This design comes from an exercise in tuning for small area, a short achievable clock period and few clock cycles per item on the open sky130 flow, not from production work. In this exercise RTL edits were held to simulation tests only and were not proved equivalent to the original. No activity file was given, so power comes from the tool's default toggle rates.

### design/flow/run.sh
#!/bin/bash
# synth_recipe.tcl (not shown) runs the flow's synth.tcl, then flattens the netlist and writes it again
# the make line also repeats each setting of config.mk as NAME=value (left out here)
make -C /OpenROAD-flow-scripts/flow DESIGN_CONFIG=/design/flow/config.mk WORK_HOME=/design/flow/orfs CLKGATE_MAP_FILE= SYNTH_SCRIPT=/design/flow/synth_recipe.tcl finish
### design/flow/config.mk
export PLATFORM = sky130hd
export DESIGN_NAME = keyed_array_list
export DESIGN_NICKNAME = keyed_array_list
export VERILOG_FILES = /design/flow/design.v
export SDC_FILE = /design/flow/constraint.sdc
export NUM_CORES = 4
export LEC_CHECK = 0
export CAP_MARGIN = 20
export CORE_MARGIN = 6
export CORE_UTILIZATION = 40
export PLACE_DENSITY = 0.6
export SLEW_MARGIN = 20
### design/flow/constraint.sdc
create_clock -name core_clock -period 6.0 [get_ports {clk}]
set_input_delay 1.2000 -clock core_clock [delete_from_list [all_inputs] [get_ports {clk}]]
set_output_delay 1.2000 -clock core_clock [all_outputs]
set_load 0.01 [all_outputs]
### design/flow/design.v
package kal_pkg;
	localparam int KEY_W     = 32;
	localparam int PAYLOAD_W = 32;
	localparam int CAP_W     = 5;
	localparam int POS_W     = 5;
	localparam int FOUND_W   = 4;
	localparam int COUNT_W   = 5;
	localparam logic [4:0] CAP_RESET = 5'd10;
endpackage
module kal_store (
	input  logic              clk,
	input  logic [15:0]       we,
	input  logic [31:0]       wkey,
	input  logic [31:0]       wpay,
	output logic [16*32-1:0]  keys,
	output logic [16*32-1:0]  pays
);
	logic [31:0] mk [0:15];
	logic [31:0] mp [0:15];
	always_ff @(posedge clk) begin
		for (int s = 0; s < 16; s++) begin
			if (we[s]) begin
				mk[s] <= wkey;
				mp[s] <= wpay;
			end
		end
	end
	always_comb begin
		for (int s = 0; s < 16; s++) begin
			keys[s*32 +: 32] = mk[s];
			pays[s*32 +: 32] = mp[s];
		end
	end
endmodule
module keyed_array_list #(
	parameter int MAX_ENTRIES = 16
) (
	input  logic                  clk,
	input  logic                  arst_n,
	input  logic                  cfg_we,
	input  logic [kal_pkg::CAP_W-1:0]      cfg_data,
	input  logic                  in_valid,
	output logic                  in_stall,
	input  logic [1:0]            kind,
	input  logic [kal_pkg::KEY_W-1:0]      key,
	input  logic [kal_pkg::PAYLOAD_W-1:0]  payload,
	input  logic [kal_pkg::POS_W-1:0]      position,
	output logic                  out_valid,
	input  logic                  out_stall,
	output logic [2:0]            status,
	output logic [kal_pkg::FOUND_W-1:0]    found_position,
	output logic [kal_pkg::COUNT_W-1:0]    entry_count_out,
	output logic                  is_empty,
	output logic                  is_full,
	output logic [kal_pkg::PAYLOAD_W-1:0] found_payload
);
	logic [4:0] cap_q;
	logic [4:0] ecap;
	always_ff @(posedge clk or negedge arst_n) begin
		if (!arst_n) begin
			cap_q <= kal_pkg::CAP_RESET;
		end else if (cfg_we) begin
			cap_q <= cfg_data;
		end
	end
	always_comb begin
		if (cap_q == 5'd0) begin
			ecap = 5'd1;
		end else if (cap_q > 5'd16) begin
			ecap = 5'd16;
		end else begin
			ecap = cap_q;
		end
	end
	logic run_q;
	assign in_stall = !run_q;
	logic        a_v;
	logic [1:0]  a_kind;
	logic [31:0] a_key, a_pay;
	logic [4:0]  a_pos;
	always_ff @(posedge clk or negedge arst_n) begin
		if (!arst_n) begin
			a_v <= 1'b0;
		end else if (run_q) begin
			a_v <= in_valid;
		end
	end
	always_ff @(posedge clk) begin
		if (run_q) begin
			a_kind <= kind;
			a_key  <= key;
			a_pay  <= payload;
			a_pos  <= position;
		end
	end
	logic [15:0]      mem_we;
	logic [16*32-1:0] keys, pays;
	logic        b_v;
	logic [1:0]  b_kind;
	logic [31:0] b_key, b_pay;
	logic [4:0]  b_pos;
	logic [15:0] b_pmo;
	logic        b_eqp;
	kal_store u_store (
		.clk (clk),
		.we  (mem_we),
		.wkey(b_key),
		.wpay(b_pay),
		.keys(keys),
		.pays(pays)
	);
	logic [3:0]  ord [0:15];
	logic [15:0] raw;
	logic [15:0] pmo;
	logic        eqp;
	always_comb begin
		for (int s = 0; s < 16; s++) begin
			raw[s] = (keys[s*32 +: 32] == a_key);
		end
		for (int p = 0; p < 16; p++) begin
			pmo[p] = raw[ord[p]];
		end
		eqp = (a_key == b_key);
	end
	always_ff @(posedge clk or negedge arst_n) begin
		if (!arst_n) begin
			b_v <= 1'b0;
		end else if (run_q) begin
			b_v <= a_v;
		end
	end
	always_ff @(posedge clk) begin
		if (run_q) begin
			b_kind <= a_kind;
			b_key  <= a_key;
			b_pay  <= a_pay;
			b_pos  <= a_pos;
			b_pmo  <= pmo;
			b_eqp  <= eqp;
		end
	end
	logic [4:0]  n_q;
	logic [15:0] vmask;             
	logic [15:0] fs_oh;             
	logic [3:0]  fs_bin;
	logic [15:0] m_up, m_dn, m_new;  
	logic [15:0] pm, lower, ge, first_oh, le_n, qdec, gtq;
	logic        found, is_sr, is_ins, full, badpos, ins_ok, rem_ok, exec;
	logic [4:0]  q;
	logic [3:0]  fpos, fslot;
	logic [2:0]  st;
	logic [4:0]  n_nx;
	logic [15:0] vmask_nx, fs_nx;
	logic [3:0]  fs_bin_nx;
	logic [3:0]  ord_nx [0:15];
	logic [3:0]  ord_n1;
	always_comb begin
		for (int p = 0; p < 16; p++) begin
			if (m_up[p]) begin
				pm[p] = (p > 0) ? b_pmo[(p > 0) ? p - 1 : 0] : 1'b0;
			end else if (m_dn[p]) begin
				pm[p] = (p < 15) ? b_pmo[(p < 15) ? p + 1 : 15] : 1'b0;
			end else if (m_new[p]) begin
				pm[p] = b_eqp;
			end else begin
				pm[p] = b_pmo[p];
			end
			pm[p] = pm[p] & vmask[p];
		end
		lower[0] = 1'b0;
		for (int p = 1; p < 16; p++) begin
			lower[p] = lower[p-1] | pm[p-1];
		end
		ge       = lower | pm;
		first_oh = pm & ~lower;
		found    = ge[15];
		fpos  = '0;
		fslot = '0;
		for (int p = 0; p < 16; p++) begin
			fpos  = fpos  | ({4{first_oh[p]}} & 4'(p));
			fslot = fslot | ({4{first_oh[p]}} & ord[p]);
		end
		exec   = run_q & b_v;
		is_sr  = b_kind[0] ^ b_kind[1];
		is_ins = !is_sr;
		full   = (n_q >= ecap);
		q      = b_kind[0] ? b_pos : n_q;
		badpos = b_kind[0] & (b_pos > n_q);
		ins_ok = exec & is_ins & !full & !badpos;
		rem_ok = exec & (b_kind == 2'd2) & found;
		if (is_ins) begin
			st = full ? 3'd1 : badpos ? 3'd2 : 3'd0;
		end else begin
			st = found ? 3'd0 : (n_q == 5'd0) ? 3'd4 : 3'd3;
		end
		for (int p = 0; p < 16; p++) begin
			qdec[p] = (q == 5'(p));
			gtq[p]  = (5'(p) > q);
			le_n[p] = (p == 0) ? 1'b1 : vmask[(p > 0) ? p - 1 : 0];
		end
		ord_n1 = ord[4'(n_q + 5'd1)];
		if (ins_ok) begin
			n_nx      = n_q + 5'd1;
			vmask_nx  = le_n;
			fs_bin_nx = ord_n1;
		end else if (rem_ok) begin
			n_nx      = n_q - 5'd1;
			vmask_nx  = {1'b0, vmask[15:1]};
			fs_bin_nx = n_q[4] ? fslot : fs_bin;
		end else begin
			n_nx      = n_q;
			vmask_nx  = vmask;
			fs_bin_nx = fs_bin;
		end
		for (int s = 0; s < 16; s++) begin
			fs_nx[s] = (fs_bin_nx == 4'(s));
		end
		for (int p = 0; p < 16; p++) begin
			if (ins_ok && qdec[p]) begin
				ord_nx[p] = fs_bin;
			end else if (ins_ok && gtq[p] && le_n[p]) begin
				ord_nx[p] = ord[(p > 0) ? p - 1 : 0];
			end else if (rem_ok && ge[p]) begin
				ord_nx[p] = (p == 15) ? fslot : ord[(p < 15) ? p + 1 : 15];
			end else begin
				ord_nx[p] = ord[p];
			end
		end
		for (int s = 0; s < 16; s++) begin
			mem_we[s] = ins_ok & fs_oh[s];
		end
	end
	always_ff @(posedge clk or negedge arst_n) begin
		if (!arst_n) begin
			n_q    <= '0;
			vmask  <= '0;
			fs_oh  <= 16'h0001;
			fs_bin <= '0;
			m_up   <= '0;
			m_dn   <= '0;
			m_new  <= '0;
			for (int p = 0; p < 16; p++) begin
				ord[p] <= 4'(p);
			end
		end else if (run_q) begin
			n_q    <= n_nx;
			vmask  <= vmask_nx;
			fs_oh  <= fs_nx;
			fs_bin <= fs_bin_nx;
			m_up   <= ins_ok ? (gtq & le_n) : '0;
			m_dn   <= rem_ok ? ge : '0;
			m_new  <= ins_ok ? qdec : '0;
			for (int p = 0; p < 16; p++) begin
				ord[p] <= ord_nx[p];
			end
		end
	end
	logic        c_v;
	logic [2:0]  c_st;
	logic [3:0]  c_fpos, c_fslot;
	logic [4:0]  c_cnt;
	logic        c_em, c_fu, c_found;
	always_ff @(posedge clk or negedge arst_n) begin
		if (!arst_n) begin
			c_v <= 1'b0;
		end else if (run_q) begin
			c_v <= b_v;
		end
	end
	always_ff @(posedge clk) begin
		if (run_q) begin
			c_st    <= st;
			c_fpos  <= (is_sr & found) ? fpos : 4'd0;
			c_fslot <= fslot;
			c_found <= is_sr & found;
			c_cnt   <= n_nx;
			c_em    <= (n_nx == 5'd0);
			c_fu    <= (n_nx >= ecap);
		end
	end
	logic [31:0] pay_d;
	logic [45:0] res_d;
	logic        produce, o_v, o2_v, take;
	logic [45:0] o_q, o2_q;
	always_comb begin
		pay_d = '0;
		for (int s = 0; s < 16; s++) begin
			if (c_fslot == 4'(s)) begin
				pay_d = pays[s*32 +: 32];
			end
		end
		if (!c_found) begin
			pay_d = '0;
		end
		res_d   = {c_st, c_fpos, c_cnt, c_em, c_fu, pay_d};
		produce = run_q & c_v;
		take    = o_v & !out_stall;
	end
	logic o_v_nx, o2_v_nx;
	always_comb begin
		if (!o_v || take) begin
			o_v_nx  = o2_v | produce;
			o2_v_nx = o2_v & produce;
		end else begin
			o_v_nx  = 1'b1;
			o2_v_nx = o2_v | produce;
		end
	end
	always_ff @(posedge clk or negedge arst_n) begin
		if (!arst_n) begin
			o_v   <= 1'b0;
			o2_v  <= 1'b0;
			run_q <= 1'b1;
		end else begin
			o_v   <= o_v_nx;
			o2_v  <= o2_v_nx;
			run_q <= !(o_v_nx & o2_v_nx);
		end
	end
	always_ff @(posedge clk) begin
		if (!o_v || take) begin
			o_q <= o2_v ? o2_q : res_d;
		end
		if (produce && (o2_v || (o_v && !take))) begin
			o2_q <= res_d;
		end
	end
	assign out_valid       = o_v;
	assign status          = o_q[45:43];
	assign found_position  = o_q[42:39];
	assign entry_count_out = o_q[38:34];
	assign is_empty        = o_q[33];
	assign is_full         = o_q[32];
	assign found_payload   = o_q[31:0];
endmodule
==> impl_metrics.yaml <==
worst_setup_path:
  r2r_slack_ns: 1.54
  r2r-start: "n_q[0]"
  regToRegEndpoint: "u_store.mk[1][25]"
  crit_path_end_kind: "flip-flop"
  crit_arrival_ns: 4.94
  critPathRequiredTime_ns: 6.48
  crit_type: "flip-flop to flip-flop"
  rr_worst_depth: 10
  start_kind: "flip-flop"
  worstPathMaxFanout: 39
worst_hold_path:
  hp-class: "flip-flop to flip-flop"
  min_to: "b_pos[4]"
  min_from: "a_pos[4]"
  holdPathStages: 0
cts:
  cts_hold_repair.buffers: 0
  post_cts_buffers: 0
  cts_tree: "yes"
  clk_path_buf_depth: 3
  clk_pin_slew_worst_paths_ns: 0.06
  cts-buffers-inserted: 154
  cts.sinks: 1458
  clock_latency_ns: 0.79
  clockRootBuffer: "clkbuf_16"
  h-tree-depth: 4
  cts_resized: 0
synth:
  synthAdderAreaFrac_pct: 0.4488
  syn_avg_cell_area_sq_um: 15.50
  synth_flop_cell: "edfxtp_1"
  synth_compound_area_share_pct: 8.325
  synth-seq-cells: 1458
  ys_types: 92
  async_flop_share_pct: 11.25
  ys_seq_area_share_pct: 70.12
  synthXorXnorAreaFrac_pct: 7.940
  synth_top_family_by_area: "compound AO/OA/AOI/OAI gates"
  synthMuxAreaShare_pct: 5.145
  syn_inst: 3958
  synthesis.area_sq_um: 61330
  yosysTopAreaCell: "edfxtp_1"
  synth-edff-count: 1294
  synth_top_area_share_pct: 63.35
  yosysWarnings: 6
  synth_fp_nets: 4061
  synth-simple-area-share_pct: 6.014
  synth_area_leaders: "edfxtp_1 63%, xor2_1 7.8%, dfrtp_1 5.2%"
floorplanning:
  die_width_um: 403.6
  initial_core_util_pct: 40.33
  design.die.area_sq_um: 162900
  coreArea_sq_um: 152100
  rows: 143
  boundaryPins: 129
  fp.dieH_um: 403.6
cells_and_area:
  fin_nets: 4249
  nFillCells: 13095
  drive_gt1_share_pct: 15.22
  area_growth_pct: 15.48
  final_util_pct: 46.57
sta:
  final_max_slew_viol_count: 0
  finalCriticalPeriod_ns: 4.459
  hold_viol: 0
  rsz0062_at_grt: "no"
  maxSlewHeadroom_pct: 25.02
  tightest_slew_ns: 1.115
  finalCritPeriodShare_pct: 74.32
  final-setup-viol-count: 0
  clock.fmax_mhz: 224.3
  timing.setup.tns_ns: 0
  whs_ns: 0.4135
  skew_ns: 0.04919
detailed_routing:
  num_vias: 37461
  drt_iter0_drc: 4442
  wl_met2_mm: 86.92
  top_layer_used: "met4"
  wl_per_cell_um: 29.42
  first_pass_iters: 6
  met1Wirelength_mm: 77.50
  wl_mm: 185.4
  viasPerCell: 5.944
  drc: 0
  ant_nets: 0
  wl_met3_mm: 16.13
global_routing:
  antenna_found_initial: 3
  grt_overflow: 0
  grt_max_degree: 90
  grt_pass1_vias: 36743
  grt_pass1_wl_mm: 266.4
  track_usage_pct: 22.21
power_and_ir_drop:
  power.leakage_nw: 24.25
  peakVddDrop_v: 0.0003381
  power_density_nw_per_um2: 485.9
placement:
  gp_congestion: 0.9259
  dpl.hpwl_mm: 111.2
  portBuffers: 128
flow_run:
  maxCapViolations: 0
run_status:
  status: "finished clean"
-- through the flow --
step,area [sq um],worst slack (ns),total power [mW],instances
2_1_floorplan,61370,0.5622,20.18,3958
3_3_place_gp,65630,1.535,24.63,6020
3_5_place_dp,65630,1.632,24.71,6020
4_1_cts,70820,1.604,34.44,6300
5_1_grt,70820,1.263,35.65,6300
6_report,70830,1.541,34.41,6302
-- layout make-up --
type	count	area [sq um]	area share [%]
Sequential cell	1458	43010	60.73
Clock inverter	88	1072	1.514
Clock buffer	192	4119	5.815
Tap cell	2030	2540	3.586
Inverter	75	281.5	0.3975
Timing Repair Buffer	270	2449	3.457
Multi-Input combinational cell	2187	17350	24.50
Antenna cell	2	5.005	0.007066
-- critical path: stages (launching register included) --
cell,delay [ns]
dfrtp_1,0.57
inv_1,0.20
ha_1,0.32
nand2b_1,0.14
a21o_1,0.17
a21oi_1,0.22
o211ai_1,0.28
or3_2,0.60
buf_4,0.35
nor2_4,0.82
buf_4,0.39
-- synthesized netlist by cell type (all sizes together) (11+ instances only) --
cell type  count
ha            22
a221o         12
mux4          80
buf           67
a222oi        17
nor3          32
clkbuf       171
dfstp         36
nand2        168
nor4         144
nand2b        12
xor2         545
edfxtp      1294
a21oi         97
a22oi        125
a21boi        11
o32ai         13
a31oi         52
o21ai         84
xnor2         11
inv           72
nand3b        12
mux2          85
a221oi        74
and3          36
and2          14
a21o          31
nor2         135
nand4         53
dfrtp        128
mux2i         38
nand3         76
a22o          67
-- power breakdown --
group          leakage (nW)  internal, mW  switching, mW
combinational          7.71          3.07           5.94
sequential             14.0          13.6           2.12
clock                  2.52          5.55           4.18
-- registers in the layout (all words and copies together) (netlist names), 4 cells and up --
signal / flops
m_up: 16
m_dn: 16
ord: 64
fs_oh: 16
a_key: 32
m_new: 16
n_q: 5
c_fslot: 4
o_q: 46
fs_bin: 4
o2_q: 46
b_pos: 5
b_key: 32
cap_q: 5
a_pay: 32
vmask: 16
u_store.mp: 512
u_store.mk: 512
c_cnt: 5
b_pmo: 16
a_pos: 5
c_fpos: 4
b_pay: 32
-- worst max-delay path by stage --
stage	depth (start not counted)	to	from	slack, ns
after floorplan	8	u_store.mk[1][0]	run_q	0.56
after global placement	17	c_fu	cap_q[2]	1.54
after detailed placement	15	c_fu	n_q[0]	1.63
after CTS	15	c_fu	n_q[0]	1.60
after global routing	18	c_fu	n_q[0]	1.26
final	10	u_store.mk[1][25]	n_q[0]	1.54
-- cells by family after synthesis --
logic type / count (synthesis)
flip-flops: 1458
AND/OR/NAND/NOR: 719
AO/OA/AOI/OAI: 687
XOR/XNOR: 556
buffers and inverters: 313
multiplexers: 203
adder cells (fa/ha/maj): 22
-- cell usage in the layout, fill, tap and decap left out, types with 12 or more instances in the layout --
| master | n |
|---|---|
| a21o_1 | 31 |
| a21oi_1 | 97 |
| a221o_1 | 12 |
| a221oi_1 | 73 |
| a222oi_1 | 17 |
| a22o_1 | 67 |
| a22oi_1 | 125 |
| a31oi_1 | 52 |
| and3_1 | 35 |
| buf_4 | 134 |
| bufinv_16 | 14 |
| clkbuf_1 | 28 |
| clkbuf_16 | 156 |
| clkdlybuf4s50_1 | 127 |
| clkinv_1 | 25 |
| clkinv_2 | 31 |
| dfrtp_1 | 127 |
| dfstp_2 | 35 |
| edfxtp_1 | 1294 |
| ha_1 | 22 |
| inv_1 | 70 |
| mux2_2 | 84 |
| mux2i_1 | 37 |
| mux4_2 | 80 |
| nand2_1 | 167 |
| nand2b_1 | 12 |
| nand3_1 | 76 |
| nand3b_1 | 12 |
| nand4_1 | 53 |
| nor2_1 | 107 |
| nor2_4 | 18 |
| nor3_1 | 22 |
| nor4_1 | 140 |
| o21ai_0 | 78 |
| o32ai_1 | 13 |
| xor2_1 | 545 |
-- routing by layer --
metal,track usage [%],up-vias
li1,-,15758
met1,31.68,19477
met2,35.51,1898
met3,3.901,328
met4,5.955,0
met5,0,-
Testbench counts, summed over its fixed seeds: cycles 2,592, items 2,560.

==> what the ideal ports hide <==
Ports are ideal in the flow. The routed layout listed here was re-timed in OpenROAD.
Step 1: set_driving_cell puts a clkbuf_16 on clk and a buf_2 on each other input, an assumption about the parent block.
Step 2 moves the port delays by t, midway between the first and last clock arrival at a register: inputs arrive t later, outputs are due t later. That takes back most of the time a late clock gives input paths.
a / b / c = ideal ports / drivers / drivers and shift; a / b = the first two.
t, ns: 0.857
setup slack, ns: 1.541 / 1.541 / 1.541
worst setup path after step 2: register to register
clock arrival spread, ns: 0.063 / 0.063
After both steps this run still meets setup and hold. For this run, drivers alone change the setup slack by 0.000 ns; drivers and shift together by 0.000 ns.
